Context: an optimization exercise on an open-source flow, tuned for small area and a short achievable clock period. The choices shown serve that exercise and are no tape-out recipe.
In this exercise RTL edits were held to simulation tests only and were not proved equivalent to the original.
Power figures rest on the tool's default switching activity, not on a simulated workload.

`flow/flow/run.sh`:
```
#!/bin/bash
# Own layout flow: the standard ORFS flow, with
#  - extra ORFS make variables from flow/make_vars.txt (one NAME=VALUE per line).
# Every tool's output goes to ORFS's own logs (orfs/logs/...) and the make output to flow_make.log.
set -euo pipefail
W=$(pwd)
F=$W/flow
{
  echo "proc abc {args} {"
  echo "  set i [lsearch -exact \$args -script]"
  echo "  if {\$i >= 0} { lset args [expr {\$i + 1}] {$F/abc.script} }"
  echo "  yosys abc {*}\$args"
  echo "}"
  cat "$W/synth_recipe.tcl"
} > "$W/own_synth.tcl"
vars=("SYNTH_SCRIPT=$W/own_synth.tcl")
if [[ -f $F/make_vars.txt ]]; then
  while IFS= read -r line; do
    [[ -z $line || $line == \#* ]] && continue
    vars+=("$line")
  done < "$F/make_vars.txt"
fi
bash "$W/standard.sh" "${vars[@]}" finish > "$W/flow_make.log" 2>&1
```
`flow/flow/abc.script`:
```
strash
dch
map
topo
stime -c
```
`flow/flow/make_vars.txt`:
```
MATCH_CELL_FOOTPRINT=0
BUFFER_PORTS_ARGS=-buffer_cell sky130_fd_sc_hd__buf_2
REMOVE_ABC_BUFFERS=1
```
`flow/standard.sh`:
```
#!/bin/bash
# synth_recipe.tcl (not shown) runs the flow's synth.tcl, then flattens the netlist and writes it again
# the make line also repeats each setting of config.mk as NAME=value (left out here)
make -C /OpenROAD-flow-scripts/flow DESIGN_CONFIG=/design/flow/config.mk WORK_HOME=/design/flow/orfs CLKGATE_MAP_FILE= SYNTH_SCRIPT=/design/flow/synth_recipe.tcl "${@:-finish}"
```
`flow/config.mk`:
```
export PLATFORM = sky130hd
export DESIGN_NAME = mem_responder
export DESIGN_NICKNAME = mem_responder
export VERILOG_FILES = /design/flow/design.v
export SDC_FILE = /design/flow/constraint.sdc
export NUM_CORES = 4
export LEC_CHECK = 0
export ABC_AREA = 1
export CAP_MARGIN = 20
export CELL_PAD_IN_SITES_DETAIL_PLACEMENT = 1
export CELL_PAD_IN_SITES_GLOBAL_PLACEMENT = 2
export CORE_MARGIN = 2
export CORE_UTILIZATION = 30
export CTS_BUF_LIST = sky130_fd_sc_hd__clkbuf_8
export CTS_CLUSTER_DIAMETER = 80
export CTS_CLUSTER_SIZE = 16
export SETUP_SLACK_MARGIN = 2.6
export SLEW_MARGIN = 20
export SYNTH_HIERARCHICAL = 1
export SYNTH_MINIMUM_KEEP_SIZE = 0
```
`flow/design.v`:
```
module mr_aoi22 (input logic a, b, c, d, output logic y);
  assign y = ~((a & b) | (c & d));
endmodule
module mr_nand4 (input logic a, b, c, d, output logic y);
  assign y = ~(a & b & c & d);
endmodule
module mr_oai21 (input logic a, b, c, output logic y);
  assign y = ~((a | b) & c);
endmodule
module mr_sel8 (input logic [7:0] d, input logic [7:0] s, output logic y);
  logic [3:0] n;
  for (genvar j = 0; j < 4; j++) begin : g_a
    mr_aoi22 u_a (.a(d[2*j]), .b(s[2*j]), .c(d[2*j+1]), .d(s[2*j+1]), .y(n[j]));
  end
  mr_nand4 u_o (.a(n[0]), .b(n[1]), .c(n[2]), .d(n[3]), .y(y));
endmodule
module mem_responder #(
  parameter int ADDR_BITS  = 6,
  parameter int RD_LATENCY = 1
) (
  input  logic                 clock,
  input  logic                 reset,
  input  logic [31:0]          Address,
  input  logic                 Wr,
  input  logic [31:0]          Datain,
  output logic [31:0]          Dataout,
  output logic                 rd_valid,
  output logic                 addr_err,
  input  logic                 ld_en,
  input  logic [ADDR_BITS-1:0] ld_addr,
  input  logic [31:0]          ld_data,
  output logic                 ld_clash
);
  localparam int ROWS = 1 << (ADDR_BITS - 2);
  localparam int RB   = ADDR_BITS - 2;
  localparam int NH   = ROWS / 8;    
  logic [7:0] bank [4][ROWS];
  function automatic logic [4*ROWS-1:0] row_selects(input logic [RB-1:0] row, input logic [1:0] off,
                                                     input logic en);
    logic [ROWS-1:0] dec;
    logic [ROWS-1:0] dec_nx;
    for (int r = 0; r < ROWS; r++) begin
      dec[r]    = en & (row == RB'(r));
      dec_nx[r] = en & (row == RB'(r - 1));
    end
    for (int b = 0; b < 4; b++)
      row_selects[b*ROWS +: ROWS] = (2'(b) < off) ? dec_nx : dec;
  endfunction
  logic [3:0][ROWS-1:0] rd_sel;
  logic [3:0][3:0]      rot_sel;    
  logic [31:0]          rd_word;
  assign rd_sel = row_selects(Address[ADDR_BITS-1:2], Address[1:0], 1'b1);
  always_comb begin
    for (int k = 0; k < 4; k++)
      for (int b = 0; b < 4; b++)
        rot_sel[k][b] = (Address[1:0] == 2'(b - k));
  end
  logic [7:0] part [4][NH];
  for (genvar b = 0; b < 4; b++) begin : g_bank
    for (genvar h = 0; h < NH; h++) begin : g_half
      for (genvar i = 0; i < 8; i++) begin : g_bit
        logic [7:0] d;
        for (genvar r = 0; r < 8; r++) begin : g_row
          assign d[r] = bank[b][8*h+r][i];
        end
        mr_sel8 u_sel (.d(d), .s(rd_sel[b][8*h +: 8]), .y(part[b][h][i]));
      end
    end
  end
  for (genvar k = 0; k < 4; k++) begin : g_lane
    for (genvar i = 0; i < 8; i++) begin : g_bit
      logic [3:0] t;
      for (genvar b = 0; b < 4; b++) begin : g_b
        if (NH == 2) begin : g_two
          mr_oai21 u_t (.a(part[b][0][i]), .b(part[b][1][i]), .c(rot_sel[k][b]), .y(t[b]));
        end else begin : g_any
          logic any;
          always_comb begin
            any = 1'b0;
            for (int h = 0; h < NH; h++) any = any | part[b][h][i];
          end
          assign t[b] = ~(any & rot_sel[k][b]);
        end
      end
      mr_nand4 u_o (.a(t[0]), .b(t[1]), .c(t[2]), .d(t[3]), .y(rd_word[31-8*k-7+i]));
    end
  end
  logic                 ld_go;
  logic                 cpu_go;
  logic [3:0][ROWS-1:0] ld_sel;
  logic [3:0][ROWS-1:0] cpu_sel;
  logic [3:0][ROWS-1:0] wr_sel;
  logic [3:0][7:0]      wr_byte;
  logic [3:0][7:0]      wd_sel;     
  assign ld_go   = reset & ld_en;
  assign cpu_go  = reset & ~ld_en & Wr;
  assign ld_sel  = row_selects(ld_addr[ADDR_BITS-1:2], ld_addr[1:0], ld_go);
  assign cpu_sel = row_selects(Address[ADDR_BITS-1:2], Address[1:0], cpu_go);
  assign wr_sel  = ld_sel | cpu_sel;
  always_comb begin
    for (int b = 0; b < 4; b++)
      for (int k = 0; k < 4; k++) begin
        wd_sel[b][2*k]   = ld_en & (ld_addr[1:0] == 2'(b - k));
        wd_sel[b][2*k+1] = ~ld_en & (Address[1:0] == 2'(b - k));
      end
  end
  for (genvar b = 0; b < 4; b++) begin : g_wd
    for (genvar i = 0; i < 8; i++) begin : g_bit
      logic [7:0] d;
      for (genvar k = 0; k < 4; k++) begin : g_lane
        assign d[2*k]   = ld_data[31-8*k-7+i];
        assign d[2*k+1] = Datain[31-8*k-7+i];
      end
      mr_sel8 u_sel (.d(d), .s(wd_sel[b]), .y(wr_byte[b][i]));
    end
  end
  always_ff @(posedge clock) begin
    for (int b = 0; b < 4; b++)
      for (int r = 0; r < ROWS; r++)
        if (wr_sel[b][r]) bank[b][r] <= wr_byte[b];
  end
  always_ff @(posedge clock or negedge reset) begin
    if (!reset) begin
      Dataout  <= '0;
      addr_err <= 1'b0;
      rd_valid <= 1'b0;
      ld_clash <= 1'b0;
    end else begin
      Dataout  <= rd_word;
      addr_err <= (Address[31:ADDR_BITS] != '0);
      rd_valid <= 1'b1;
      ld_clash <= ld_en & Wr;
    end
  end
endmodule
```
`flow/constraint.sdc`:
```
create_clock -name core_clock -period 5.0 [get_ports {clock}]
set_input_delay 1.0000 -clock core_clock [delete_from_list [all_inputs] [get_ports {clock}]]
set_output_delay 1.0000 -clock core_clock [all_outputs]
set_load 0.01 [all_outputs]
```
==> results of run 1 <==
worst reg2reg max path: stages (launching register included):
cell	delay, ns
edfxtp_1	0.39
a22oi_2	0.29
nand4_1	0.29
o21ai_0	0.27
nand4_1	0.12
final cells by class:
type	count	area (sq um)	area share
diodes	2	5.005	0.0001658
multi-input cells	1060	7854	0.2601
clock buffers	42	578.1	0.01915
repair buffers	441	3948	0.1308
inverters	22	135.1	0.004476
well taps	1030	1289	0.04269
clock inverters	23	132.6	0.004393
flip-flops and latches	547	16250	0.5383
power by group:
group | total [W] | switching [W] | internal [W]
combinational | 0.00144 | 0.000978 | 0.000464
clock | 0.00229 | 0.00148 | 0.000803
sequential | 0.00533 | 0.0000755 | 0.00526
total | 0.00906 | 0.00254 | 0.00652
per-stage QoR:
| step | cells | cell area (sq um) | power (W) | hold slack (ns) | util |
|---|---|---|---|---|---|
| floorplan | 1623 | 23100 | 0.005862 | 0.6214 | - |
| global placement | 2901 | 26000 | 0.006561 | 0.7441 | 0.3417 |
| detailed placement | 2901 | 26000 | 0.006583 | 0.7540 | 0.3418 |
| CTS | 3112 | 29280 | 0.009048 | 0.2193 | 0.3849 |
| global route | 3167 | 30190 | 0.009374 | 0.2375 | 0.3969 |
| finish | 3167 | 30190 | 0.009060 | 0.2669 | 0.3969 |
cells by family (layout without fill, tap and decap cells):
kind of cell,count (synthesis),count (layout),share of synthesized area
muxes,30,30,0.01300
buffers and inverters,22,528,0.003575
DFF,547,547,0.7035
AOI/OAI and AO/OA,546,546,0.1609
and+or+nand+nor,477,483,0.1189
other,1,3,0.0001623
placed cells by master, fill, tap and decap left out, types with 17 or more instances in the layout:
cell and count:
o21ai_1 61, buf_2 132, nand3_1 44, dfrtp_1 35, clkbuf_8 42, mux2i_4 18
buf_12 65, nor2_1 17, nand2_1 32, o21ai_0 82, buf_4 222, a22oi_2 76
a22oi_1 308, edfxtp_1 512, nand4_1 332
sequential cells by signal, summed over array words and instances (netlist names):
register,cells
bank,512
Dataout,32
addr_err,1
ld_clash,1
rd_valid,1
layer usage:
layer / up-vias / routed length [um]
li1: 8099 / -
met1: 9901 / 41170
met2: 802 / 45270
met3: 148 / 5862
met4: 6 / 3402
met5: - / 34
modules after synthesis, one instance, submodules excluded, excerpt:
| module | copies in the design | cell area [sq um] | cells | flops+latches |
|---|---|---|---|---|
| mr_nand4 | 128 | 6.256 | 1 | 0 |
| mem_responder | 1 | 18780 | 983 | 547 |
| mr_aoi22 | 384 | 7.507 | 1 | 0 |
| mr_oai21 | 128 | 5.005 | 1 | 0 |
cells in the mapped netlist, drive strengths merged:
cell    number
a22o         2
a22oi      384
a32o         1
and2         6
and2b        8
clkinv      22
conb         1
dfrtp       35
edfxtp     512
mux2i       30
nand2       49
nand3       44
nand4      332
nor2        32
nor3         6
o21ai      153
o22ai        6
timing repair:
item                       4_1_cts  5_1_grt
pin swaps                      102       37
resized for setup              190      135
gates cloned                     8        2
setup endpoints to repair     1048      450
hold buffers                     0        0
setup buffers                  138       51
worst max path at each step:
stage,start,depth (start not counted),to
4_1_cts,Address[3],11,Dataout[28]$_DFF_PN0_
5_1_grt,Address[3],11,Dataout[28]$_DFF_PN0_
6_report,Address[3],11,Dataout[19]$_DFF_PN0_
2_1_floorplan,Wr,4,bank[0][0]$_DFFE_PP_
3_5_place_dp,Address[1],8,Dataout[28]$_DFF_PN0_
3_3_place_gp,Address[1],8,Dataout[4]$_DFF_PN0_
==> out/metrics.yaml, run 1 <==
min_period_ns: 2.489
critical_path.slowest_cell: "nand4_1"
routed_wl_um: 95740
synthCells: 1623
fin_tns_setup_ns: 0
rows: 101
core_area_sq_um: 76080
synth_area_leader_cell: "edfxtp_1"
r2r-start: "bank[46][3]$_DFFE_PP_"
synth_cell_type_count: 17
dieArea_sq_um: 79230
cp-end-kind: "register"
power_density_nw_per_um2: 300.1
met3_usage: 0.03439
cp_num_buf_inv: 4
netlist.area_leader.share: 0.6656
syn_area_sq_um: 23100
ys_ff_latch: 547
antenna_found_initial: 6
clock.fmax_mhz: 401.8
gr-total-overflow: 0
p_leak_nw: 9.478
hold_viol: 0
postRouteAntennaNets: 0
fin_nets: 2220
use_met2: 0.3875
cap_violations: 0
grt_setup_unrepaired: "yes"
grt_pass1_vias: 18980
status: "finished clean"
startpoint_type: "primary input"
pre_cts_ws_ns: 0.6320
grt_max_degree: 61
drtIter0Drc: 1913
syn_avg_cell_area_sq_um: 14.23
max_stage_delay_ns: 0.28
synth_area_leaders: "edfxtp_1 67%, a22oi_1 12%, nand4_1 9.0%"
die_y_um: 281.5
setup_viol: 0
crit_required_ns: 5.54
yosysWarnings: 10
worst_slack_ns: 2.511
fillers: 7938
root_buffer: "clkbuf_8"
grtUsageMet1: 0.3193
vias_per_cell: 5.985
r2r_cells: 4
area_delta_synth_final_pct: 30.70
grt_usage: 0.2355
dp_hpwl_um: 63910
grt_busiest_layer: "met2"
cts_buffers: 42
worstMarginPinSlew_ns: 0.9976
die_w_um: 281.5
path_class: "in -> reg"
vias: 18960
timing.final.crit_share: 0.4978
routedWlPerCell_um: 30.23
clkLatencyLatePin_ns: 0.67
drt_first_pass_iters: 6
vdd_drop_max_uv: 177.2
worstPathCellList: "buf_4, and2b_4, buf_6, nand2_8, buf_4, mux2i_4, buf_12, a22oi_2, nand4_1, o21ai_0, nand4_1"
timing.reg2reg.setup_slack_ns: 3.52
initial_utilization: 0.3036
arrival_ns: 3.03
crit_family: "simple AND/OR/NAND/NOR gates"
pin_count: 141
htreeDepth: 2
place_congestion: 0.8585
finalMaxSlewViolations: 0
port_buffers: 140
hp-class: "in -> async"
grt_pass1_wl_um: 135800
cts_sinks: 547
clk_pin_slew_ns: 0.10
ys_seq_area_frac: 0.7035
r2r-end: "Dataout[19]$_DFF_PN0_"
slew_headroom: 0.3342
worstPathMaxFanout: 10
drive_gt1_frac: 0.3162
skew_ns: 0.02499
cts_tree: "yes"
clockBufferDepth: 3
route.detailed.drc: 0
==> run 2, diff against run 1 <==
==> flow/flow/make_vars.txt (replaced) <==
MATCH_CELL_FOOTPRINT=0
BUFFER_PORTS_ARGS=-buffer_cell sky130_fd_sc_hd__buf_2
--- a/flow/config.mk
+++ b/flow/config.mk
@@ -15,4 +15,5 @@
 export CTS_CLUSTER_DIAMETER = 80
 export CTS_CLUSTER_SIZE = 16
+export PLACE_DENSITY = 0.7
 export SETUP_SLACK_MARGIN = 2.6
 export SLEW_MARGIN = 20
==> run 2 against run 1 <==
- worst setup slack gained 0.029 ns
- sequential share of layout area increased by 1.6 points
- first-iteration DRC count grew 11%
- hold slack gained 0.035 ns
- combinational power down 3%
- still clean on timing, DRC and antenna
==> out/metrics.yaml, run 2 <==
status: "finished clean"
dieArea_sq_um: 79230
placed_area_sq_um: 25980
routed_wl_um: 89630
min_period_ns: 2.460
power_w: 0.008968
hold_viol: 0
pin_count: 141
cts_buffers: 41
synth_area_leaders: "edfxtp_1 67%, a22oi_1 12%, nand4_1 9.0%"
cap_violations: 0
p_comb_frac: 0.155
core_area_sq_um: 76080
p_sw_w: 0.002448
power_frac_seq: 0.594
place_congestion: 0.8730
vdd_drop_max_uv: 158.7
area_delta_synth_final_pct: 27.00
die_y_um: 281.5
worstPathMaxFanout: 17
path_class: "in -> reg"
p_leak_nw: 9.155
die_w_um: 281.5
grt_pass1_wl_um: 129700
timing.final.crit_share: 0.4920
htreeDepth: 2
slew_headroom: 0.4295
clkLatencyLatePin_ns: 0.64
vias_per_cell: 6.070
grt_usage: 0.2208
yosysMostFrequentCell: "edfxtp_1"
drive_gt1_frac: 0.2743
initial_utilization: 0.3036
power_density_nw_per_um2: 305.7
syn-num-nets: 1729
ys_async_sr_fraction: 0.06399
reg_top3: "bank (512), Dataout (32)"
clock.fmax_mhz: 406.5
max_flop_register: "bank"
startpoint_type: "primary input"
finalMaxSlewViolations: 0
drt_first_pass_iters: 6
synthTopCellsByCount: "512 x edfxtp_1, 384 x a22oi_1, 332 x nand4_1"
synth_edf_count: 512
syn_area_sq_um: 23100
fin_tns_setup_ns: 0
root_buffer: "clkbuf_8"
final_cell_mix: "512 x edfxtp_1, 357 x a22oi_1, 332 x nand4_1"
hp-class: "in -> async"
p_int_w: 0.006520
postRouteAntennaNets: 0
route.detailed.drc: 0
antenna_found_initial: 4
critical_path.slowest_cell: "nand4_1"
yosysWarnings: 10
netlist.area_leader.share: 0.6656
arrival_ns: 2.73
vias: 18830
dp_hpwl_um: 60620
cts_tree: "yes"
clockBufferDepth: 3
crit_required_ns: 5.27
grt_pass1_vias: 18790
post-route-util: 0.3856
gr-total-overflow: 0
grt_setup_unrepaired: "yes"
crit_family: "simple AND/OR/NAND/NOR gates"
rows: 101
worstMarginPinSlew_ns: 0.8549
ys_ff_latch: 547
grt_max_degree: 41
setup_viol: 0
synth_cell_type_count: 17
p_sw_frac: 0.2730
synthCells: 1623
largest_reg_flops: 512
clk_pin_slew_ns: 0.11
ys_seq_area_frac: 0.7035
synth_ff_type: "edfxtp_1"
worstPathCellList: "clkbuf_4, and2b_4, buf_4, buf_4, nand4_1, nand4_1"
max_stage_delay_ns: 0.48
cp-end-kind: "register"
cp_num_buf_inv: 3
port_buffers: 140
final_common_cell: "edfxtp_1"
skew_ns: 0.03577
cts_sinks: 547
fin_nets: 2159
synth_area_leader_cell: "edfxtp_1"
p_clk_frac: 0.251
syn_avg_cell_area_sq_um: 14.23
final_area_sq_um: 29340
drtIter0Drc: 2115
routedWlPerCell_um: 28.89
==> run 2: layout make-up <==
class,instances,area [sq um]
clock buffer,41,564.3
sequential,547,16250
antenna,1,2.502
multi-input combinational,1065,7759
inverter,22,135.1
fill,8041,46740
clock inverter,20,122.6
tap,1030,1289
timing repair buffer,376,3212
==> run 2: kinds of logic (layout without fill, tap and decap cells) <==
kind of cell	after synthesis	count (layout)	synth area share
and+or+nand+nor	477	488	0.1189
DFF	547	547	0.7035
AOI/OAI and AO/OA	546	546	0.1609
other	1	2	0.0001623
muxes	30	30	0.01300
buffers and inverters	22	459	0.003575
==> run 2: modules after synthesis, one instance, submodules excluded, excerpt <==
| module | cells | area, sq um | flip-flops and latches | copies in the design |
|---|---|---|---|---|
| mr_oai21 | 1 | 5.005 | 0 | 128 |
| mem_responder | 983 | 18780 | 547 | 1 |
| mr_nand4 | 1 | 6.256 | 0 | 128 |
| mr_aoi22 | 1 | 7.507 | 0 | 384 |
==> run 2: worst paths after layout <==
kind | startpoint | endpoint | slack, ns | depth (start not counted)
worst max-delay path | Address[2] | bank[27][7]$_DFFE_PP_ | 2.54 | 6
max in group asynchronous | reset | Dataout[13]$_DFF_PN0_ | 3.86 | 2
min in group core_clock | Wr | ld_clash$_DFF_PN0_ | 0.64 | 3
worst min register to register | bank[51][5]$_DFFE_PP_ | Dataout[29]$_DFF_PN0_ | 0.73 | 4
worst min-delay path | reset | ld_clash$_DFF_PN0_ | 0.30 | 1
worst max register to register | bank[48][3]$_DFFE_PP_ | Dataout[19]$_DFF_PN0_ | 3.47 | 4
==> run 2: repair_timing <==
item | CTS | global route
pin swaps | 87 | 27
setup endpoints to repair | 1041 | 692
buffers inserted | 124 | 30
gates resized for setup | 105 | 115
hold buffers | 0 | 0
cloned | 10 | 3
==> run 2: routing by layer <==
metal  GRT usage  vias up  share of wire
li1            -     7974              -
met1      0.3041     9755           0.42
met2      0.3606      929           0.47
met3     0.03770      169          0.080
met4     0.05892        2          0.029
met5           0        -        0.00015
==> run 2: metrics by stage <==
stage	worst slack, ns	hold WS (ns)	cells
after floorplan	2.084	0.6214	1623
after global routing	2.554	0.2598	3102
after detailed placement	1.080	0.7354	2873
after CTS	2.437	0.2406	3068
final	2.540	0.3023	3102
after global placement	1.071	0.7196	2872
==> run 2: power by group through the flow <==
| stage | logic (W) | registers (W) | clock network [W] |
|---|---|---|---|
| global route | 0.00147 | 0.00534 | 0.00245 |
| CTS | 0.00131 | 0.00533 | 0.00232 |
| finish | 0.00139 | 0.00532 | 0.00225 |
| detailed placement | 0.00110 | 0.00544 | 0 |
| floorplan | 0.000457 | 0.00542 | 0 |
| global placement | 0.00106 | 0.00543 | 0 |
==> run 3, diff against run 2 <==
--- a/flow/config.mk
+++ b/flow/config.mk
@@ -15,5 +15,5 @@
 export CTS_CLUSTER_DIAMETER = 80
 export CTS_CLUSTER_SIZE = 16
-export PLACE_DENSITY = 0.7
+export GPL_ROUTABILITY_DRIVEN = 0
 export SETUP_SLACK_MARGIN = 2.6
 export SLEW_MARGIN = 20
==> run 3 against run 2 <==
- sequential power about the same
- design area down 0.97%
- still clean
- clock skew up 0.0028 ns
- clock-buffer cell count up 3
- largest power group unchanged
- via count down 1.3%
- combinational power about the same
- sequential share of layout area up 0.54 points
- largest cell class unchanged
- area after synthesis unchanged
- global-route usage up 1.1 points
- non-clock buffer count down 6
==> out/metrics.yaml, run 3 <==
status: "finished clean"
path_class: "in -> reg"
port_buffers: 140
arrival_ns: 2.95
rows: 101
die_w_um: 281.5
vias: 18580
worstPathCellList: "buf_4, and2b_4, buf_4, nand2_8, mux2i_1, buf_4, a22oi_2, nand4_1, buf_4, o21ai_0, nand4_1"
routed_wl_um: 93660
core_area_sq_um: 76080
finalMaxSlewViolations: 0
crit_family: "buffers and inverters"
cp_common_cell: "buf_4"
initial_utilization: 0.3036
skew_ns: 0.03858
clockBufferDepth: 3
cp-end-kind: "register"
fin_nets: 2153
p_comb_frac: 0.151
placed_cells: 2881
root_buffer: "clkbuf_8"
routedWlPerCell_um: 30.21
power_w: 0.009031
area_delta_synth_final_pct: 25.76
syn_avg_cell_area_sq_um: 14.23
use_met2: 0.3742
final_common_cell: "edfxtp_1"
final_cells: 3100
fin_tns_setup_ns: 0
p_leak_nw: 9.052
grt_usage: 0.2320
htreeDepth: 2
syn_area_sq_um: 23100
yosysMostFrequentCell: "edfxtp_1"
drtIter0Drc: 1819
vias_per_cell: 5.995
grt_pass1_wl_um: 133900
crit_required_ns: 5.53
p_clk_frac: 0.260
syn-num-nets: 1729
vdd_drop_max_uv: 126.0
largest_reg_flops: 512
startpoint_type: "primary input"
timing.reg2reg.setup_slack_ns: 3.50
met3_usage: 0.03969
r2r_cells: 5
reg_top3: "bank (512), Dataout (32)"
cts_tree: "yes"
hold_viol: 0
p_sw_w: 0.002519
power_density_nw_per_um2: 310.9
cts_sinks: 547
worstMarginPinSlew_ns: 0.8828
postRouteAntennaNets: 0
r2r-start: "bank[60][0]$_DFFE_PP_"
max_flop_register: "bank"
synth_edf_count: 512
power_frac_seq: 0.588
final_cell_mix: "512 x edfxtp_1, 358 x a22oi_1, 332 x nand4_1"
hp-class: "in -> async"
synthTopCellsByCount: "512 x edfxtp_1, 384 x a22oi_1, 332 x nand4_1"
synth_ff_type: "edfxtp_1"
netlist.area_leader.share: 0.6656
fillers: 7971
grt_setup_unrepaired: "yes"
synth_area_leaders: "edfxtp_1 67%, a22oi_1 12%, nand4_1 9.0%"
cts_buffers: 43
cap_violations: 0
startpoint: "Address[5]"
clk_pin_slew_ns: 0.10
yosysWarnings: 10
worstPathMaxFanout: 8
dp_hpwl_um: 62180
drive_gt1_frac: 0.2708
timing.final.crit_share: 0.4849
cts-hold-fix-buffers: 0
slew_headroom: 0.4115
route.detailed.drc: 0
cp_num_buf_inv: 4
dieArea_sq_um: 79230
synthCells: 1623
ys_ff_latch: 547
clock.fmax_mhz: 412.4
grtUsageMet1: 0.3221
grt_busiest_layer: "met2"
synth_area_leader_cell: "edfxtp_1"
synth_cell_type_count: 17
setup_viol: 0
clkLatencyLatePin_ns: 0.66
critical_path.slowest_cell: "a22oi_2"
max_stage_delay_ns: 0.33
p_int_w: 0.006512
gr-total-overflow: 0
min_period_ns: 2.425
ys_async_sr_fraction: 0.06399
grt_max_degree: 67
r2r-end: "Dataout[0]$_DFF_PN0_"
pin_count: 141
die_y_um: 281.5
grt_pass1_vias: 18480
antenna_found_initial: 7
drt_first_pass_iters: 5
ys_seq_area_frac: 0.7035
p_sw_frac: 0.2789
-- run 3: cell counts after synthesis --
Identical to the previous run, type by type.
-- run 3: what timing repair did --
item,CTS,global route
setup buffers,115,26
resized for setup,111,89
pin swaps,84,31
cloned,8,2
endpoints found under the setup margin,960,772
-- run 3: logic make-up after synthesis --
group	Yosys count	synth area share
flops	547	0.7035
compound gates	546	0.1609
simple gates	477	0.1189
mux	30	0.01300
buf+inv	22	0.003575
other cells	1	0.0001623
-- run 3: modules after synthesis (local to each module, per instance), excerpt --
module / area, sq um / flip-flops and latches
mr_oai21: 5.005 / 0
mem_responder: 18780 / 547
mr_aoi22: 7.507 / 0
mr_nand4: 6.256 / 0
-- run 3: final cells by class --
| type | instances | area, sq um | share of cell area |
|---|---|---|---|
| Antenna cell | 2 | 5.005 | 0.0001723 |
| Tap cell | 1030 | 1289 | 0.04436 |
| Sequential cell | 547 | 16250 | 0.5594 |
| Inverter | 22 | 138.9 | 0.004781 |
| Clock inverter | 22 | 136.4 | 0.004695 |
| Multi-Input combinational cell | 1063 | 7644 | 0.2631 |
| Clock buffer | 44 | 605.6 | 0.02085 |
| Timing Repair Buffer | 370 | 2982 | 0.1026 |
-- run 3: metrics by stage --
step	worst slack [ns]	util	hold slack [ns]	cell area, sq um
2_1_floorplan	2.084	-	0.6214	23370
3_3_place_gp	0.6374	0.3422	0.7242	26030
3_5_place_dp	0.6494	0.3425	0.7299	26050
4_1_cts	2.521	0.3731	0.2306	28390
5_1_grt	2.538	0.3818	0.2592	29050
6_report	2.575	0.3819	0.2723	29050
-- run 3: metal layers --
metal,part of all wire,wire length [um]
met1,0.43,40440
met2,0.46,43400
met3,0.073,6819
met4,0.032,2960
met5,0.00049,46
-- run 3: power by group through the flow --
stage / combinational, W / sequential [W] / clock [W]
floorplan: 0.000457 / 0.00542 / 0
global placement: 0.00111 / 0.00542 / 0
detailed placement: 0.00114 / 0.00542 / 0
CTS: 0.00131 / 0.00531 / 0.00243
global route: 0.00145 / 0.00532 / 0.00258
finish: 0.00137 / 0.00531 / 0.00235
-- run 3: worst max path at each step --
stage / end / slack [ns] / depth (start not counted)
finish: Dataout[3]$_DFF_PN0_ / 2.58 / 11
global route: Dataout[4]$_DFF_PN0_ / 2.54 / 11
CTS: bank[58][5]$_DFFE_PP_ / 2.52 / 4
detailed placement: Dataout[27]$_DFF_PN0_ / 0.65 / 9
global placement: Dataout[11]$_DFF_PN0_ / 0.64 / 9
floorplan: bank[11][0]$_DFFE_PP_ / 2.08 / 4
==> run 4, diff against run 3 <==
==> flow/flow/abc.script (replaced) <==
strash
dch
map -B 0.9
topo
stime -c
buffer -c
upsize -c
dnsize -c
--- a/flow/config.mk
+++ b/flow/config.mk
@@ -15,5 +15,4 @@
 export CTS_CLUSTER_DIAMETER = 80
 export CTS_CLUSTER_SIZE = 16
-export GPL_ROUTABILITY_DRIVEN = 0
 export SETUP_SLACK_MARGIN = 2.6
 export SLEW_MARGIN = 20
==> run 4 against run 3 <==
- die area rose by 19%
- design area is 12% higher
- register-to-register slack better by 0.11 ns
- clock skew up 0.035 ns
- critical endpoint is now bank[43][7]$_DFFE_PP_
==> out/metrics.yaml, run 4 <==
root_buffer: "clkbuf_8"
postRouteAntennaNets: 0
port_buffers: 140
cts_sinks: 547
startpoint_type: "primary input"
worstPathMaxFanout: 8
antenna_found_initial: 15
place_congestion: 0.8458
dp_hpwl_um: 77730
synth_area_leaders: "edfxtp_1 56%, nand2_1 26%, inv_1 9.2%"
grt_max_degree: 37
synth_cell_type_count: 21
largest_reg_flops: 512
synthTopCellsByCount: "1908 x nand2_1, 669 x inv_1, 512 x edfxtp_1"
fin_nets: 3777
worstMarginPinSlew_ns: 0.7102
cts_tree: "yes"
fillers: 10820
worst_slack_ns: 2.570
ys_ff_latch: 547
fin_tns_setup_ns: 0
startpoint: "ld_en"
vias: 22360
reg_top3: "bank (512), Dataout (32)"
vias_per_cell: 4.588
core_area_sq_um: 90290
slew_headroom: 0.5248
drt_first_pass_iters: 5
clockBufferDepth: 3
routed_wl_um: 108500
synthCells: 3425
vdd_drop_max_uv: 218.5
cts-hold-fix-buffers: 0
area_delta_synth_final_pct: 18.23
hold_viol: 0
r2r-start: "bank[57][4]$_DFFE_PP_"
grt_pass1_wl_um: 158200
final_cells: 4872
final_cell_mix: "1756 x nand2_1, 623 x inv_1, 512 x edfxtp_1"
cp-end-kind: "register"
drtIter0Drc: 1500
status: "finished clean"
finalMaxSlewViolations: 0
path_class: "in -> reg"
multi_input_area_sq_um: 9773
gr-total-overflow: 0
routedWlPerCell_um: 22.28
netlist.area_leader.share: 0.5603
grt_usage: 0.2308
arrival_ns: 2.73
cap_violations: 0
initial_utilization: 0.3039
syn_avg_cell_area_sq_um: 8.012
min_period_ns: 2.430
clock.fmax_mhz: 411.5
p_leak_nw: 15.03
grt_pass1_vias: 22690
synth_edf_count: 512
skew_ns: 0.07362
ff_latch_area_sq_um: 16250
max_flop_register: "bank"
rows: 110
crit_required_ns: 5.30
yosysMostFrequentCell: "nand2_1"
pin_count: 141
timing.final.crit_share: 0.4861
setup_viol: 0
grt_setup_unrepaired: "yes"
power_density_nw_per_um2: 308.1
ys_async_sr_fraction: 0.06399
whs_ns: 0.5519
pre_cts_ws_ns: 1.135
drive_gt1_frac: 0.1525
syn_area_sq_um: 27440
synth_area_leader_cell: "edfxtp_1"
final_common_cell: "nand2_1"
route.detailed.drc: 0
clkLatencyLatePin_ns: 0.69
die_y_um: 306.5
syn-num-nets: 3531
clk_pin_slew_ns: 0.12
dieArea_sq_um: 93910
synth_ff_type: "edfxtp_1"
ys_seq_area_frac: 0.5922
cts_buffers: 43
placed_cells: 4745
die_w_um: 306.5
htreeDepth: 2
hp-class: "in -> async"
yosysWarnings: 10
run 4: through the flow:
step / utilization / total power [W] / instance area, sq um
after floorplan: - / 0.006657 / 27930
after global placement: 0.3337 / 0.007517 / 30130
after detailed placement: 0.3337 / 0.007552 / 30130
after CTS: 0.3514 / 0.01007 / 31730
after global routing: 0.3593 / 0.01050 / 32440
final: 0.3594 / 0.009995 / 32440
run 4: logic make-up (layout without fill, tap and decap cells):
group / Yosys count / count (layout) / share of synthesized area
compound gates: 131 / 131 / 0.02416
buf+inv: 696 / 961 / 0.09625
other cells: 1 / 6 / 0.0001366
simple gates: 2050 / 2051 / 0.2873
flops: 547 / 547 / 0.5922
run 4: final cells by class:
| class | instances | area share |
|---|---|---|
| clock inverters | 21 | 0.004049 |
| multi-input cells | 2183 | 0.3012 |
| diodes | 5 | 0.0003856 |
| repair inverters | 8 | 0.001504 |
| inverters | 673 | 0.08014 |
| clock buffers | 44 | 0.01866 |
| repair buffers | 215 | 0.04774 |
| flip-flops and latches | 547 | 0.5009 |
| well taps | 1176 | 0.04535 |
run 4: routing by layer:
layer  vias up  track usage  share of wire
li1      10850            -              -
met1     10990       0.3284           0.48
met2       411       0.3777           0.46
met3        95      0.03034          0.038
met4        10      0.04343          0.020
met5         -            0        0.00064
run 4: per-module statistics from Yosys (local to each module, per instance), excerpt:
module / flip-flops and latches / cells inside
mem_responder: 547 / 1121
mr_nand4: 0 / 5
mr_aoi22: 0 / 4
mr_oai21: 0 / 1
run 4: worst max-delay path: stages:
cell and delay (ns):
clkbuf_4 0.26, nand2_1 0.26, clkinvlp_4 0.22, buf_4 0.16
nand3_4 0.25, nand2_1 0.15, nand2_1 0.07, nand2_1 0.35
run 4: final timing paths:
| kind | end | slack (ns) | depth (start not counted) |
|---|---|---|---|
| max | bank[43][7]$_DFFE_PP_ | 2.57 | 8 |
| min | Dataout[25]$_DFF_PN0_ | 0.55 | 2 |
| max reg2reg | Dataout[20]$_DFF_PN0_ | 3.61 | 10 |
| min reg2reg | Dataout[22]$_DFF_PN0_ | 0.88 | 10 |
| max in group asynchronous | Dataout[6]$_DFF_PN0_ | 4.02 | 2 |
| min in group core_clock | addr_err$_DFF_PN0_ | 0.63 | 5 |
run 4: repair_timing:
item | CTS | global route
pin swaps | 8 | 6
setup buffers | 29 | 19
cloned | 4 | 5
resized for setup | 165 | 133
endpoints found under the setup margin | 1016 | 875
run 4: power breakdown:
group	internal [W]	leakage [nW]	switching, W	total (W)
registers	0.00554	4.98	0.000121	0.00566
clock network	0.000840	0.404	0.00159	0.00243
logic	0.000472	9.65	0.00144	0.00191
total	0.00685	15.0	0.00315	0.0100
==> run 5, diff against run 4 <==
==> flow/flow/abc.script (replaced) <==
strash
dch
map
topo
stime -c
==> flow/flow/make_vars.txt (replaced) <==
MATCH_CELL_FOOTPRINT=0
BUFFER_PORTS_ARGS=-buffer_cell sky130_fd_sc_hd__buf_1
==> run 5 against run 4 <==
- critical path type unchanged
- area after synthesis fell by 16%
- register-to-register slack got worse by 0.16 ns
- synthesized cell count fell by 53%
- maximum frequency fell by 1.9%
- non-clock buffer count increased by 176
- still clean
- sequential share of layout area increased by 4.7 points
- global-route usage fell by 0.13 points
- clock power down 5%
- clock skew down 0.0047 ns
- first-iteration DRC count grew 24%
- clock-buffer cell count fell by 1
- via count down 16%
==> out/metrics.yaml, run 5 <==
yosysWarnings: 10
hold_viol: 0
area_delta_synth_final_pct: 28.45
p_leak_nw: 8.884
ys_async_sr_fraction: 0.06399
slew_headroom: 0.4374
reg_top3: "bank (512), Dataout (32)"
placed_cells: 2878
final_common_cell: "edfxtp_1"
startpoint_type: "primary input"
die_w_um: 281.5
netlist.area_leader.share: 0.6656
yosysMostFrequentCell: "edfxtp_1"
crit_required_ns: 5.28
max_stage_delay_ns: 0.74
power_frac_seq: 0.590
max_flop_register: "bank"
r2r_cells: 5
final_cells: 3123
min_period_ns: 2.477
arrival_ns: 2.75
synth_area_leader_cell: "edfxtp_1"
grt_max_degree: 48
final_cell_mix: "512 x edfxtp_1, 340 x a22oi_1, 332 x nand4_1"
r2r-end: "Dataout[3]$_DFF_PN0_"
hp-class: "in -> async"
clk_pin_slew_ns: 0.10
cts_buffers: 42
p_clk_frac: 0.256
die_y_um: 281.5
core_area_sq_um: 76080
fin_tns_setup_ns: 0
gr-total-overflow: 0
power_density_nw_per_um2: 303.3
clkLatencyLatePin_ns: 0.66
clock.fmax_mhz: 403.7
dieArea_sq_um: 79230
startpoint: "reset"
syn_area_sq_um: 23100
routed_wl_um: 93040
crit_family: "compound AO/OA/AOI/OAI gates"
drive_gt1_frac: 0.2267
placed_area_sq_um: 25850
cap_violations: 0
r2r-start: "bank[24][3]$_DFFE_PP_"
finalMaxSlewViolations: 0
port_buffers: 140
route.detailed.drc: 0
grt_pass1_wl_um: 133100
wl_met1_um: 41250
synth_area_leaders: "edfxtp_1 67%, a22oi_1 12%, nand4_1 9.0%"
initial_utilization: 0.3036
routedWlPerCell_um: 29.79
p_comb_frac: 0.153
pin_count: 141
whs_ns: 0.3233
cp_num_buf_inv: 1
synth_edf_count: 512
synth_ff_type: "edfxtp_1"
antenna_found_initial: 6
drt_first_pass_iters: 8
p_sw_w: 0.002503
ys_seq_area_frac: 0.7035
ys_ff_latch: 547
grt_pass1_vias: 18680
postRouteAntennaNets: 0
synthCells: 1623
clockBufferDepth: 3
htreeDepth: 2
path_class: "in -> reg"
cp-end-kind: "register"
met3_length_um: 6359
syn_avg_cell_area_sq_um: 14.23
synth_cell_type_count: 17
syn-num-nets: 1729
fin_nets: 2170
skew_ns: 0.06894
p_int_w: 0.006497
timing.final.crit_share: 0.4954
cts_tree: "yes"
root_buffer: "clkbuf_8"
status: "finished clean"
dp_hpwl_um: 63920
vdd_drop_max_uv: 147.6
critical_path.slowest_cell: "o21ai_2"
worstMarginPinSlew_ns: 0.8414
worst_slack_ns: 2.523
largest_reg_flops: 512
vias_per_cell: 5.992
place_congestion: 0.8890
maxUsedRoutingLayer: "met5"
vias: 18710
cts_sinks: 547
setup_viol: 0
pre_cts_ws_ns: 0.7189
grt_setup_unrepaired: "yes"
final_area_sq_um: 29670
grt_usage: 0.2295
drtIter0Drc: 1860
rows: 101
timing.reg2reg.setup_slack_ns: 3.45
worstPathMaxFanout: 13
dr_wl_met2_um: 43110
synthTopCellsByCount: "512 x edfxtp_1, 384 x a22oi_1, 332 x nand4_1"
p_sw_frac: 0.2781
worstPathCellList: "clkbuf_2, nand3_2, o21ai_2"
-- run 5: metrics by stage --
step | util | total power (W)
detailed placement | 0.3398 | 0.006538
global placement | 0.3397 | 0.006512
global route | 0.3900 | 0.009301
CTS | 0.3792 | 0.008991
floorplan | - | 0.005874
finish | 0.3900 | 0.009000
-- run 5: power by group through the flow --
stage               sequential (W)  clock, W  combinational [W]
floorplan                  0.00542         0           0.000457
global placement           0.00542         0            0.00109
detailed placement         0.00543         0            0.00111
CTS                        0.00531   0.00236            0.00131
global route               0.00533   0.00251            0.00146
finish                     0.00531   0.00231            0.00138
-- run 5: how the worst max path moves through the flow --
stage                             to  slack [ns]  depth (start not counted)
2_1_floorplan  bank[11][0]$_DFFE_PP_        2.08                          4
3_3_place_gp   Dataout[16]$_DFF_PN0_        0.71                         10
3_5_place_dp   Dataout[16]$_DFF_PN0_        0.72                         10
4_1_cts        Dataout[21]$_DFF_PN0_        2.58                         10
5_1_grt        bank[53][4]$_DFFE_PP_        2.51                          3
6_report       bank[59][0]$_DFFE_PP_        2.52                          3
-- run 5: kinds of logic after synthesis --
family	count (synthesis)	synth area share
DFF	547	0.7035
AOI/OAI and AO/OA	546	0.1609
and+or+nand+nor	477	0.1189
muxes	30	0.01300
buffers and inverters	22	0.003575
other	1	0.0001623
-- run 5: cell type report --
class	count	area, sq um
flip-flops and latches	547	16250
multi-input cells	1060	7880
repair buffers	391	3372
clock buffers	43	591.8
diodes	2	5.005
well taps	1030	1289
clock inverters	28	143.9
inverters	22	138.9
fillers	7929	46400
-- run 5: per-module statistics from Yosys (local to each module, per instance), excerpt --
module	cells inside	times used
mem_responder	983	1
mr_nand4	1	128
mr_aoi22	1	384
mr_oai21	1	128
-- run 5: worst reg2reg max path, cell delays in order, from the launching register on --
cell	delay, ns
edfxtp_1	0.40
a22oi_2	0.37
nand4_1	0.18
buf_6	0.19
o21ai_0	0.19
nand4_1	0.12
-- run 5: layer usage --
metal,GRT usage,vias up
met5,0,-
met3,0.03961,141
met1,0.3246,9796
met2,0.3661,755
met4,0.05742,8
li1,-,8014
-- run 5: repair_timing --
item,4_1_cts,5_1_grt
hold endpoints to repair,0,0
hold buffers,0,0
buffers inserted,133,33
cloned,6,0
endpoints found under the setup margin,1040,314
gates resized for setup,163,123
pin swaps,92,31
==> run 6, diff against run 5 <==
==> flow/flow/make_vars.txt (replaced) <==
MATCH_CELL_FOOTPRINT=0
BUFFER_PORTS_ARGS=-buffer_cell sky130_fd_sc_hd__buf_2
--- a/flow/config.mk
+++ b/flow/config.mk
@@ -8,11 +8,12 @@
 export ABC_AREA = 1
 export CAP_MARGIN = 20
-export CELL_PAD_IN_SITES_DETAIL_PLACEMENT = 1
-export CELL_PAD_IN_SITES_GLOBAL_PLACEMENT = 2
+export CELL_PAD_IN_SITES_DETAIL_PLACEMENT = 0
+export CELL_PAD_IN_SITES_GLOBAL_PLACEMENT = 1
 export CORE_MARGIN = 2
-export CORE_UTILIZATION = 30
+export CORE_UTILIZATION = 45
 export CTS_BUF_LIST = sky130_fd_sc_hd__clkbuf_8
 export CTS_CLUSTER_DIAMETER = 80
 export CTS_CLUSTER_SIZE = 16
+export PLACE_DENSITY = 0.75
 export SETUP_SLACK_MARGIN = 2.6
 export SLEW_MARGIN = 20
==> run 6 against run 5 <==
- still clean on timing, DRC and antenna
- clock-buffer cell count decreased by 2
- critical path depth increased by 7
- maximum frequency increased by 1.5%
- synthesized cell count unchanged
- largest power group unchanged
==> out/metrics.yaml, run 6 <==
power_density_nw_per_um2: 302.8
grt_max_degree: 41
syn_area_sq_um: 23100
fin_tns_setup_ns: 0
drtIter0Drc: 3002
synthTopCellsByCount: "512 x edfxtp_1, 384 x a22oi_1, 332 x nand4_1"
drive_gt1_frac: 0.2756
area_delta_synth_final_pct: 27.95
syn_avg_cell_area_sq_um: 14.23
synth_ff_type: "edfxtp_1"
antenna_found_initial: 5
die_w_um: 230.6
die_y_um: 230.6
synth_area_leader_cell: "edfxtp_1"
clockBufferDepth: 3
synthCells: 1623
root_buffer: "clkbuf_8"
path_class: "in -> reg"
grt_usage: 0.2980
largest_reg_flops: 512
pin_count: 141
synth_area_leaders: "edfxtp_1 67%, a22oi_1 12%, nand4_1 9.0%"
hp-class: "in -> async"
final_common_cell: "edfxtp_1"
worstPathMaxFanout: 8
dieArea_sq_um: 53160
port_buffers: 140
cts_sinks: 547
grt_setup_unrepaired: "yes"
rows: 83
clk_pin_slew_ns: 0.12
vdd_drop_max_uv: 171.6
grt_pass1_wl_um: 116100
max_flop_register: "bank"
skew_ns: 0.04379
arrival_ns: 2.98
hold_viol: 0
setup_viol: 0
cts_buffers: 40
core_area_sq_um: 50990
netlist.area_leader.share: 0.6656
clkLatencyLatePin_ns: 0.66
cap_violations: 0
place_congestion: 0.9426
drt_first_pass_iters: 8
ys_async_sr_fraction: 0.06399
crit_required_ns: 5.54
final_cell_mix: "512 x edfxtp_1, 361 x a22oi_1, 332 x nand4_1"
status: "finished clean"
clock.fmax_mhz: 409.6
yosysWarnings: 10
timing.final.crit_share: 0.4883
route.detailed.drc: 0
routedWlPerCell_um: 29.68
slew_headroom: 0.4910
post-route-util: 0.5797
htreeDepth: 2
finalMaxSlewViolations: 0
cts_tree: "yes"
dp_hpwl_um: 51720
fillers: 4000
syn-num-nets: 1729
p_leak_nw: 9.230
synth_cell_type_count: 17
initial_utilization: 0.4530
grt_pass1_vias: 17560
yosysMostFrequentCell: "edfxtp_1"
worstMarginPinSlew_ns: 0.7616
vias_per_cell: 6.907
gr-total-overflow: 0
routed_wl_um: 81760
ys_ff_latch: 547
whs_ns: 0.2486
ys_seq_area_frac: 0.7035
fin_nets: 2153
postRouteAntennaNets: 0
min_period_ns: 2.441
cp-end-kind: "register"
synth_edf_count: 512
reg_top3: "bank (512), Dataout (32)"
startpoint_type: "primary input"
vias: 19030
## run 6: cell counts after synthesis
Identical to the previous run, type by type.
## run 6: cells by family after synthesis
group	Yosys count	synth area share
flops	547	0.7035
compound gates	546	0.1609
other cells	1	0.0001623
simple gates	477	0.1189
mux	30	0.01300
buf+inv	22	0.003575
## run 6: report_power, final
group | internal (W) | switching, W | total (W) | leakage, nW
Combinational | 0.000489 | 0.000935 | 0.00142 | 3.98
Clock | 0.000822 | 0.00140 | 0.00222 | 0.431
Sequential | 0.00525 | 0.0000548 | 0.00531 | 4.81
Total | 0.00657 | 0.00239 | 0.00895 | 9.23
## run 6: per-layer routing
layer,global-route usage,vias up,share of wire
met4,0.1405,6,0.055
met2,0.4609,1417,0.45
met3,0.07041,261,0.12
met5,0,-,0.00056
li1,-,7978,-
met1,0.3997,9368,0.37
## run 6: final cells by class
class	instances	area (sq um)	area share
diodes	3	7.507	0.0002540
flip-flops and latches	547	16250	0.5498
repair buffers	370	3553	0.1202
clock buffers	41	564.3	0.01909
well taps	680	850.8	0.02879
multi-input cells	1066	8048	0.2723
inverters	22	146.4	0.004953
clock inverters	26	136.4	0.004614
## run 6: final timing paths
check / from / endpoint / slack, ns / cells past startpoint
worst max-delay path: Address[5] / Dataout[25]$_DFF_PN0_ / 2.56 / 10
worst min-delay path: reset / Dataout[17]$_DFF_PN0_ / 0.25 / 1
worst max register to register: bank[42][0]$_DFFE_PP_ / Dataout[0]$_DFF_PN0_ / 3.50 / 4
worst min register to register: bank[17][5]$_DFFE_PP_ / Dataout[29]$_DFF_PN0_ / 0.72 / 4
max in group asynchronous: reset / Dataout[24]$_DFF_PN0_ / 4.05 / 2
min in group core_clock: Address[18] / addr_err$_DFF_PN0_ / 0.64 / 5
## run 6: per-stage QoR
stage	std cells	power, W	area, sq um	setup WS (ns)
floorplan	1623	0.005874	23370	2.084
global placement	2500	0.006421	25370	1.025
detailed placement	2500	0.006448	25370	0.9030
CTS	2691	0.008860	28250	2.422
global route	2754	0.009221	29550	2.569
finish	2755	0.008951	29560	2.559
## run 6: per-module statistics from Yosys (local to each module, per instance), excerpt
module         area [sq um]  flops+latches  cells  times used
mr_oai21              5.005              0      1         128
mem_responder         18780            547    983           1
mr_aoi22              7.507              0      1         384
mr_nand4              6.256              0      1         128
## run 6: critical path: stages
cell and delay, ns:
buf_4 0.20, and2b_4 0.30, nand2_8 0.15, buf_4 0.18, mux2i_4 0.08, buf_12 0.15, a22oi_1 0.17, nand4_1 0.30
o21ai_0 0.29, nand4_1 0.14
## run 6: timing repair
action / CTS / global route
pin swaps: 90 / 48
buffers inserted: 115 / 58
cloned: 9 / 3
hold buffers: 0 / 0
gates resized for setup: 157 / 111
endpoints found under the setup margin: 1048 / 970
==> run 7, diff against run 6 <==
--- a/flow/config.mk
+++ b/flow/config.mk
@@ -9,11 +9,10 @@
 export CAP_MARGIN = 20
 export CELL_PAD_IN_SITES_DETAIL_PLACEMENT = 0
-export CELL_PAD_IN_SITES_GLOBAL_PLACEMENT = 1
+export CELL_PAD_IN_SITES_GLOBAL_PLACEMENT = 0
 export CORE_MARGIN = 2
-export CORE_UTILIZATION = 45
+export CORE_UTILIZATION = 30
 export CTS_BUF_LIST = sky130_fd_sc_hd__clkbuf_8
 export CTS_CLUSTER_DIAMETER = 80
 export CTS_CLUSTER_SIZE = 16
-export PLACE_DENSITY = 0.75
 export SETUP_SLACK_MARGIN = 2.6
 export SLEW_MARGIN = 20
==> run 7 against run 6 <==
- via count rose by 1.7%
- global-route usage fell by 9.1 points
- critical endpoint is now Dataout[16]$_DFF_PN0_
- worst setup slack got worse by 0.34 ns
- design area rose by 1.2%
- clock-buffer cell count rose by 2
==> out/metrics.yaml, run 7 <==
grt_setup_unrepaired: "yes"
drtIter0Drc: 3193
fin_tns_setup_ns: 0
synth_ff_type: "edfxtp_1"
drt_first_pass_iters: 11
vias: 19350
power_frac_seq: 0.595
dp_hpwl_um: 55400
timing.final.crit_share: 0.5554
route.detailed.drc: 0
netlist.area_leader.share: 0.6656
cp-end-kind: "register"
grt_pass1_wl_um: 120300
die_w_um: 281.5
area_delta_synth_final_pct: 29.50
cap_violations: 0
p_int_w: 0.006525
core_area_sq_um: 76080
path_class: "in -> reg"
largest_reg_flops: 512
postRouteAntennaNets: 0
grt_usage: 0.2072
final_cell_mix: "512 x edfxtp_1, 346 x a22oi_1, 332 x nand4_1"
vdd_drop_max_uv: 163.1
synth_cell_type_count: 17
clockBufferDepth: 3
p_clk_frac: 0.251
status: "finished clean"
final_common_cell: "edfxtp_1"
port_buffers: 140
critical_path.slowest_cell: "mux2i_1"
yosysWarnings: 10
routed_wl_um: 86170
clock.fmax_mhz: 360.1
syn_avg_cell_area_sq_um: 14.23
crit_required_ns: 5.59
cp_num_buf_inv: 4
pre_cts_ws_ns: 0.9108
cts_sinks: 547
hold_viol: 0
syn_area_sq_um: 23100
htreeDepth: 2
vias_per_cell: 6.190
p_leak_nw: 9.285
synthTopCellsByCount: "512 x edfxtp_1, 384 x a22oi_1, 332 x nand4_1"
clk_pin_slew_ns: 0.10
gr-total-overflow: 0
root_buffer: "clkbuf_8"
max_stage_delay_ns: 0.63
yosysMostFrequentCell: "edfxtp_1"
min_period_ns: 2.777
ys_seq_area_frac: 0.7035
crit_family: "buffers and inverters"
skew_ns: 0.02197
synth_area_leaders: "edfxtp_1 67%, a22oi_1 12%, nand4_1 9.0%"
drive_gt1_frac: 0.2843
fillers: 7057
die_y_um: 281.5
grt_max_degree: 41
cts_buffers: 41
reg_top3: "bank (512), Dataout (32)"
synth_area_leader_cell: "edfxtp_1"
max_flop_register: "bank"
pin_count: 141
synth_edf_count: 512
grt_pass1_vias: 17400
syn-num-nets: 1729
fin_nets: 2174
startpoint_type: "primary input"
initial_utilization: 0.3036
synthCells: 1623
worstPathCellList: "buf_6, and2b_4, nand2_1, buf_6, mux2i_1, buf_4, a22oi_1, nand4_1, buf_4, o21ai_0, nand4_1"
multi_input_area_sq_um: 7964
place_congestion: 0.9475
clkLatencyLatePin_ns: 0.65
p_sw_w: 0.002439
routedWlPerCell_um: 27.57
ys_ff_latch: 547
cts_tree: "yes"
p_comb_frac: 0.154
worstMarginPinSlew_ns: 0.8729
rows: 101
arrival_ns: 3.36
p_sw_frac: 0.2721
ff_latch_area_sq_um: 16250
worst_slack_ns: 2.223
worstPathMaxFanout: 9
setup_viol: 0
slew_headroom: 0.4167
hp-class: "in -> reg"
dieArea_sq_um: 79230
post-route-util: 0.3932
ys_async_sr_fraction: 0.06399
power_density_nw_per_um2: 299.6
finalMaxSlewViolations: 0
antenna_found_initial: 7
[run 7: cell count changes in the layout (fill, tap and decap cells not counted), moves of 4 or more]
cell	before	now
clkinv_1	5	9
mux2i_1	5	10
a22oi_2	23	38
nand2_1	31	35
a22oi_1	361	346
buf_4	138	168
mux2i_4	25	18
clkinvlp_4	19	14
buf_12	81	72
nand2_8	15	10
[run 7: per-stage QoR]
step           power (W)  cells  area, sq um  hold WS (ns)
3_5_place_dp    0.006484   2849        25850        0.6950
4_1_cts         0.008864   3022        28210        0.5735
6_report        0.008964   3126        29910        0.6249
5_1_grt         0.009243   3124        29910        0.6525
3_3_place_gp    0.006450   2849        25830        0.6974
2_1_floorplan   0.005874   1623        23370        0.6214
[run 7: tightest hold or removal path: stages]
cell,delay (ns)
buf_2,0.08
nor2_1,0.03
nand2_1,0.04
nor2_1,0.04
nand3_1,0.06
[run 7: logic make-up after synthesis]
logic type      Yosys count  synth area share
flops                   547            0.7035
mux                      30           0.01300
simple gates            477            0.1189
compound gates          546            0.1609
other cells               1         0.0001623
buf+inv                  22          0.003575
[run 7: what timing repair did]
item / 4_1_cts / 5_1_grt
gates cloned: 11 / 3
setup endpoints to repair: 1024 / 969
endpoints found under the hold margin: 0 / 0
buffers inserted: 94 / 98
pin swaps: 81 / 69
resized for setup: 132 / 112
hold buffers: 0 / 0
[run 7: power groups by stage]
stage               Combinational, W  Clock (W)  Sequential, W
floorplan                   0.000457          0        0.00542
global placement            0.000997          0        0.00545
detailed placement           0.00103          0        0.00545
CTS                          0.00123    0.00229        0.00534
global route                 0.00145    0.00245        0.00535
finish                       0.00138    0.00225        0.00534
[run 7: final timing paths]
kind,from,to,slack (ns),cells after the start
worst max-delay path,Address[5],Dataout[16]$_DFF_PN0_,2.22,11
worst min-delay path,Address[26],addr_err$_DFF_PN0_,0.62,5
worst max register to register,bank[62][2]$_DFFE_PP_,Dataout[18]$_DFF_PN0_,3.50,5
worst min register to register,bank[19][5]$_DFFE_PP_,Dataout[5]$_DFF_PN0_,0.74,4
max in group asynchronous,reset,Dataout[12]$_DFF_PN0_,4.04,2
min in group asynchronous,reset,ld_clash$_DFF_PN0_,0.64,2
[run 7: per-layer routing]
metal / global-route usage / routed length [um]
met1: 0.2849 / 33490
met2: 0.3111 / 36980
met3: 0.05096 / 10710
met4: 0.08961 / 4953
met5: 0 / 44
[run 7: final cells by class]
type / instances / area share
tap: 1030 / 0.04308
antenna: 3 / 0.0002510
clock inverter: 25 / 0.003973
inverter: 22 / 0.004392
clock buffer: 43 / 0.01978
sequential: 547 / 0.5432
timing repair buffer: 389 / 0.1191
multi-input combinational: 1067 / 0.2662
[run 7: per-module statistics from Yosys, one instance, submodules excluded, excerpt]
module / cell area, sq um / flip-flops and latches / copies in the design / cells inside
mr_oai21: 5.005 / 0 / 128 / 1
mem_responder: 18780 / 547 / 1 / 983
mr_nand4: 6.256 / 0 / 128 / 1
mr_aoi22: 7.507 / 0 / 384 / 1
==> run 8, diff against run 7 <==
--- a/flow/config.mk
+++ b/flow/config.mk
@@ -8,11 +8,11 @@
 export ABC_AREA = 1
 export CAP_MARGIN = 20
-export CELL_PAD_IN_SITES_DETAIL_PLACEMENT = 0
-export CELL_PAD_IN_SITES_GLOBAL_PLACEMENT = 0
+export CELL_PAD_IN_SITES_DETAIL_PLACEMENT = 1
+export CELL_PAD_IN_SITES_GLOBAL_PLACEMENT = 2
 export CORE_MARGIN = 2
 export CORE_UTILIZATION = 30
-export CTS_BUF_LIST = sky130_fd_sc_hd__clkbuf_8
-export CTS_CLUSTER_DIAMETER = 80
-export CTS_CLUSTER_SIZE = 16
+export CTS_BUF_LIST = sky130_fd_sc_hd__clkbuf_16
+export CTS_CLUSTER_DIAMETER = 100
+export CTS_CLUSTER_SIZE = 30
 export SETUP_SLACK_MARGIN = 2.6
 export SLEW_MARGIN = 20
==> run 8 against run 7 <==
- clock-buffer cell count decreased by 18
- critical path depth decreased by 8
- utilization decreased by 0.45 points
- critical endpoint is now bank[62][5]$_DFFE_PP_
- largest power group unchanged
==> out/metrics.yaml, run 8 <==
status: "finished clean"
multi_input_area_sq_um: 7855
ys_ff_latch: 547
power_w: 0.009157
clockBufferDepth: 3
crit_required_ns: 5.24
rows: 101
fin_nets: 2150
synthCells: 1623
final_cell_mix: "512 x edfxtp_1, 332 x nand4_1, 323 x a22oi_1"
synth_ff_type: "edfxtp_1"
die_y_um: 281.5
critical_path.slowest_cell: "o22ai_2"
yosysWarnings: 10
dieArea_sq_um: 79230
clock.fmax_mhz: 402.6
grt_setup_unrepaired: "yes"
grt_pass1_vias: 18470
fin_tns_setup_ns: 0
synth_cell_type_count: 17
routedWlPerCell_um: 30.30
postRouteAntennaNets: 0
dp_hpwl_um: 62180
max_stage_delay_ns: 0.78
area_delta_synth_final_pct: 28.02
synth_edf_count: 512
drtIter0Drc: 1832
finalMaxSlewViolations: 0
yosysMostFrequentCell: "edfxtp_1"
cts_sinks: 547
setup_viol: 0
slew_headroom: 0.4470
pin_count: 141
cts_tree: "yes"
power_density_nw_per_um2: 309.7
grt_pass1_wl_um: 133600
hp-class: "in -> async"
min_period_ns: 2.484
port_buffers: 140
grt_usage: 0.2303
vias: 18710
worstPathCellList: "buf_2, nand3_2, o22ai_2"
grt_max_degree: 67
cts_buffers: 24
p_leak_nw: 9.162
synthTopCellsByCount: "512 x edfxtp_1, 384 x a22oi_1, 332 x nand4_1"
syn-num-nets: 1729
cts-hold-fix-buffers: 0
syn_area_sq_um: 23100
synth_area_leader_cell: "edfxtp_1"
cap_violations: 0
syn_avg_cell_area_sq_um: 14.23
max_flop_register: "bank"
skew_ns: 0.02954
crit_family: "compound AO/OA/AOI/OAI gates"
vias_per_cell: 6.048
fillers: 7915
netlist.area_leader.share: 0.6656
route.detailed.drc: 0
core_area_sq_um: 76080
root_buffer: "clkbuf_16"
timing.final.crit_share: 0.4968
reg_top3: "bank (512), Dataout (32)"
final_common_cell: "edfxtp_1"
placed_area_sq_um: 26050
vdd_drop_max_uv: 266.1
ff_latch_area_sq_um: 16250
clkLatencyLatePin_ns: 0.61
die_w_um: 281.5
cp-end-kind: "register"
cp_num_buf_inv: 1
final_area_sq_um: 29570
clk_pin_slew_ns: 0.11
drt_first_pass_iters: 6
antenna_found_initial: 7
place_congestion: 0.8421
arrival_ns: 2.72
worstPathMaxFanout: 13
routed_wl_um: 93710
startpoint_type: "primary input"
hold_viol: 0
synth_area_leaders: "edfxtp_1 67%, a22oi_1 12%, nand4_1 9.0%"
path_class: "in -> reg"
worstMarginPinSlew_ns: 0.8276
htreeDepth: 1
drive_gt1_frac: 0.2876
initial_utilization: 0.3036
gr-total-overflow: 0
largest_reg_flops: 512
ys_seq_area_frac: 0.7035
ys_async_sr_fraction: 0.06399
## run 8: cell types whose count changed in the layout (fill, tap and decap cells not counted), moves of 5 or more
cell       previous run  this run
a22oi_1             346       323
a22oi_2              38        61
buf_12               72        47
buf_4               168       182
buf_6                13        19
clkbuf_16             1        25
clkbuf_8             43         0
inv_1                20        11
mux2i_1              10        15
mux2i_4              18        12
o21ai_0              90        65
o21ai_1              43        70
o21ai_2               3        14
o21ai_4              17         4
## run 8: logic make-up after synthesis
group	count (synthesis)	synth area share
AOI/OAI and AO/OA	546	0.1609
DFF	547	0.7035
buffers and inverters	22	0.003575
and+or+nand+nor	477	0.1189
muxes	30	0.01300
other	1	0.0001623
## run 8: timing repair
item                       4_1_cts  5_1_grt
pin swaps                       92       36
setup endpoints to repair     1010      651
cloned                           8        1
resized for setup              136      148
setup buffers                  126       32
## run 8: power breakdown
group          internal, W  total, W  switching [W]
combinational     0.000441   0.00141       0.000970
clock             0.000956   0.00243        0.00148
sequential         0.00526   0.00531      0.0000584
## run 8: path summary, 6_finish.rpt
check | start | to | slack (ns) | cells after the start
max in group asynchronous | reset | Dataout[27]$_DFF_PN0_ | 3.86 | 2
worst min register to register | bank[47][7]$_DFFE_PP_ | Dataout[7]$_DFF_PN0_ | 0.76 | 4
worst min-delay path | reset | ld_clash$_DFF_PN0_ | 0.31 | 1
worst max register to register | bank[60][0]$_DFFE_PP_ | Dataout[0]$_DFF_PN0_ | 3.52 | 5
worst max-delay path | reset | bank[62][5]$_DFFE_PP_ | 2.52 | 3
min in group core_clock | Wr | ld_clash$_DFF_PN0_ | 0.66 | 3
## run 8: routing by layer
layer / GRT usage / wire (um)
met1: 0.3216 / 39980
met2: 0.3750 / 43670
met3: 0.03339 / 7143
met4: 0.06151 / 2875
met5: 0 / 38
## run 8: layout make-up
class	instances	share of cell area
Clock inverter	19	0.005077
Timing Repair Buffer	386	0.1101
Tap cell	1030	0.04358
Inverter	22	0.004823
Antenna cell	1	0.00008462
Clock buffer	25	0.02116
Sequential cell	547	0.5495
Multi-Input combinational cell	1063	0.2656
## run 8: stage by stage
step	worst slack (ns)	hold slack [ns]	cells	utilization
floorplan	2.084	0.6214	1623	-
global placement	0.6374	0.7242	2880	0.3422
detailed placement	0.6494	0.7299	2881	0.3425
CTS	2.568	0.2692	3059	0.3770
global route	2.515	0.2735	3092	0.3887
finish	2.516	0.3144	3093	0.3887
## run 8: modules after synthesis (local to each module, per instance), a selection
module | flip-flops and latches | cell area (sq um) | cells inside | copies in the design
mr_oai21 | 0 | 5.005 | 1 | 128
mem_responder | 547 | 18780 | 983 | 1
mr_aoi22 | 0 | 7.507 | 1 | 384
mr_nand4 | 0 | 6.256 | 1 | 128

static timing again, ports no longer ideal:
How much do the figures lean on ideal ports? The routed layouts below were timed once more, with nothing changed but the port constraints.
Step 1 assumes that a clkbuf_16 drives the clock port and a buf_2 every other input.
Step 2 also shifts input and output timing later by t, the mid clock arrival at the registers, as if the neighbouring blocks saw the same clock.
Slacks: ideal / step 1 / step 2; pairs: ideal / step 1.
run | t (ns) | setup WS [ns] | hold slack, ns | worst setup path after step 2 | cell pins on the clock port's net
run 1 | 0.715 | 2.511 / 2.540 / 1.825 | 0.267 / 0.238 / 0.767 | input to register | 1
run 2 | 0.686 | 2.540 / 2.554 / 1.868 | 0.302 / 0.266 / 0.725 | input to register | 1
run 3 | 0.699 | 2.575 / 2.564 / 1.865 | 0.272 / 0.237 / 0.761 | input to register | 1
run 4 | 0.724 | 2.570 / 2.545 / 1.821 | 0.552 / 0.513 / 0.882 | input to register | 1
run 5 | 0.691 | 2.523 / 2.550 / 1.859 | 0.323 / 0.289 / 0.751 | input to register | 1
run 6 | 0.692 | 2.559 / 2.538 / 1.846 | 0.249 / 0.222 / 0.724 | input to register | 1
run 7 | 0.705 | 2.223 / 2.218 / 1.513 | 0.625 / 0.593 / 0.740 | input to register | 1
run 8 | 0.659 | 2.516 / 2.556 / 1.897 | 0.314 / 0.274 / 0.760 | input to register | 1
After both steps setup and hold are still met in every run listed. The setup slack of run 4, which loses most, moves by -0.025 ns with the drivers and by -0.749 ns with both steps.
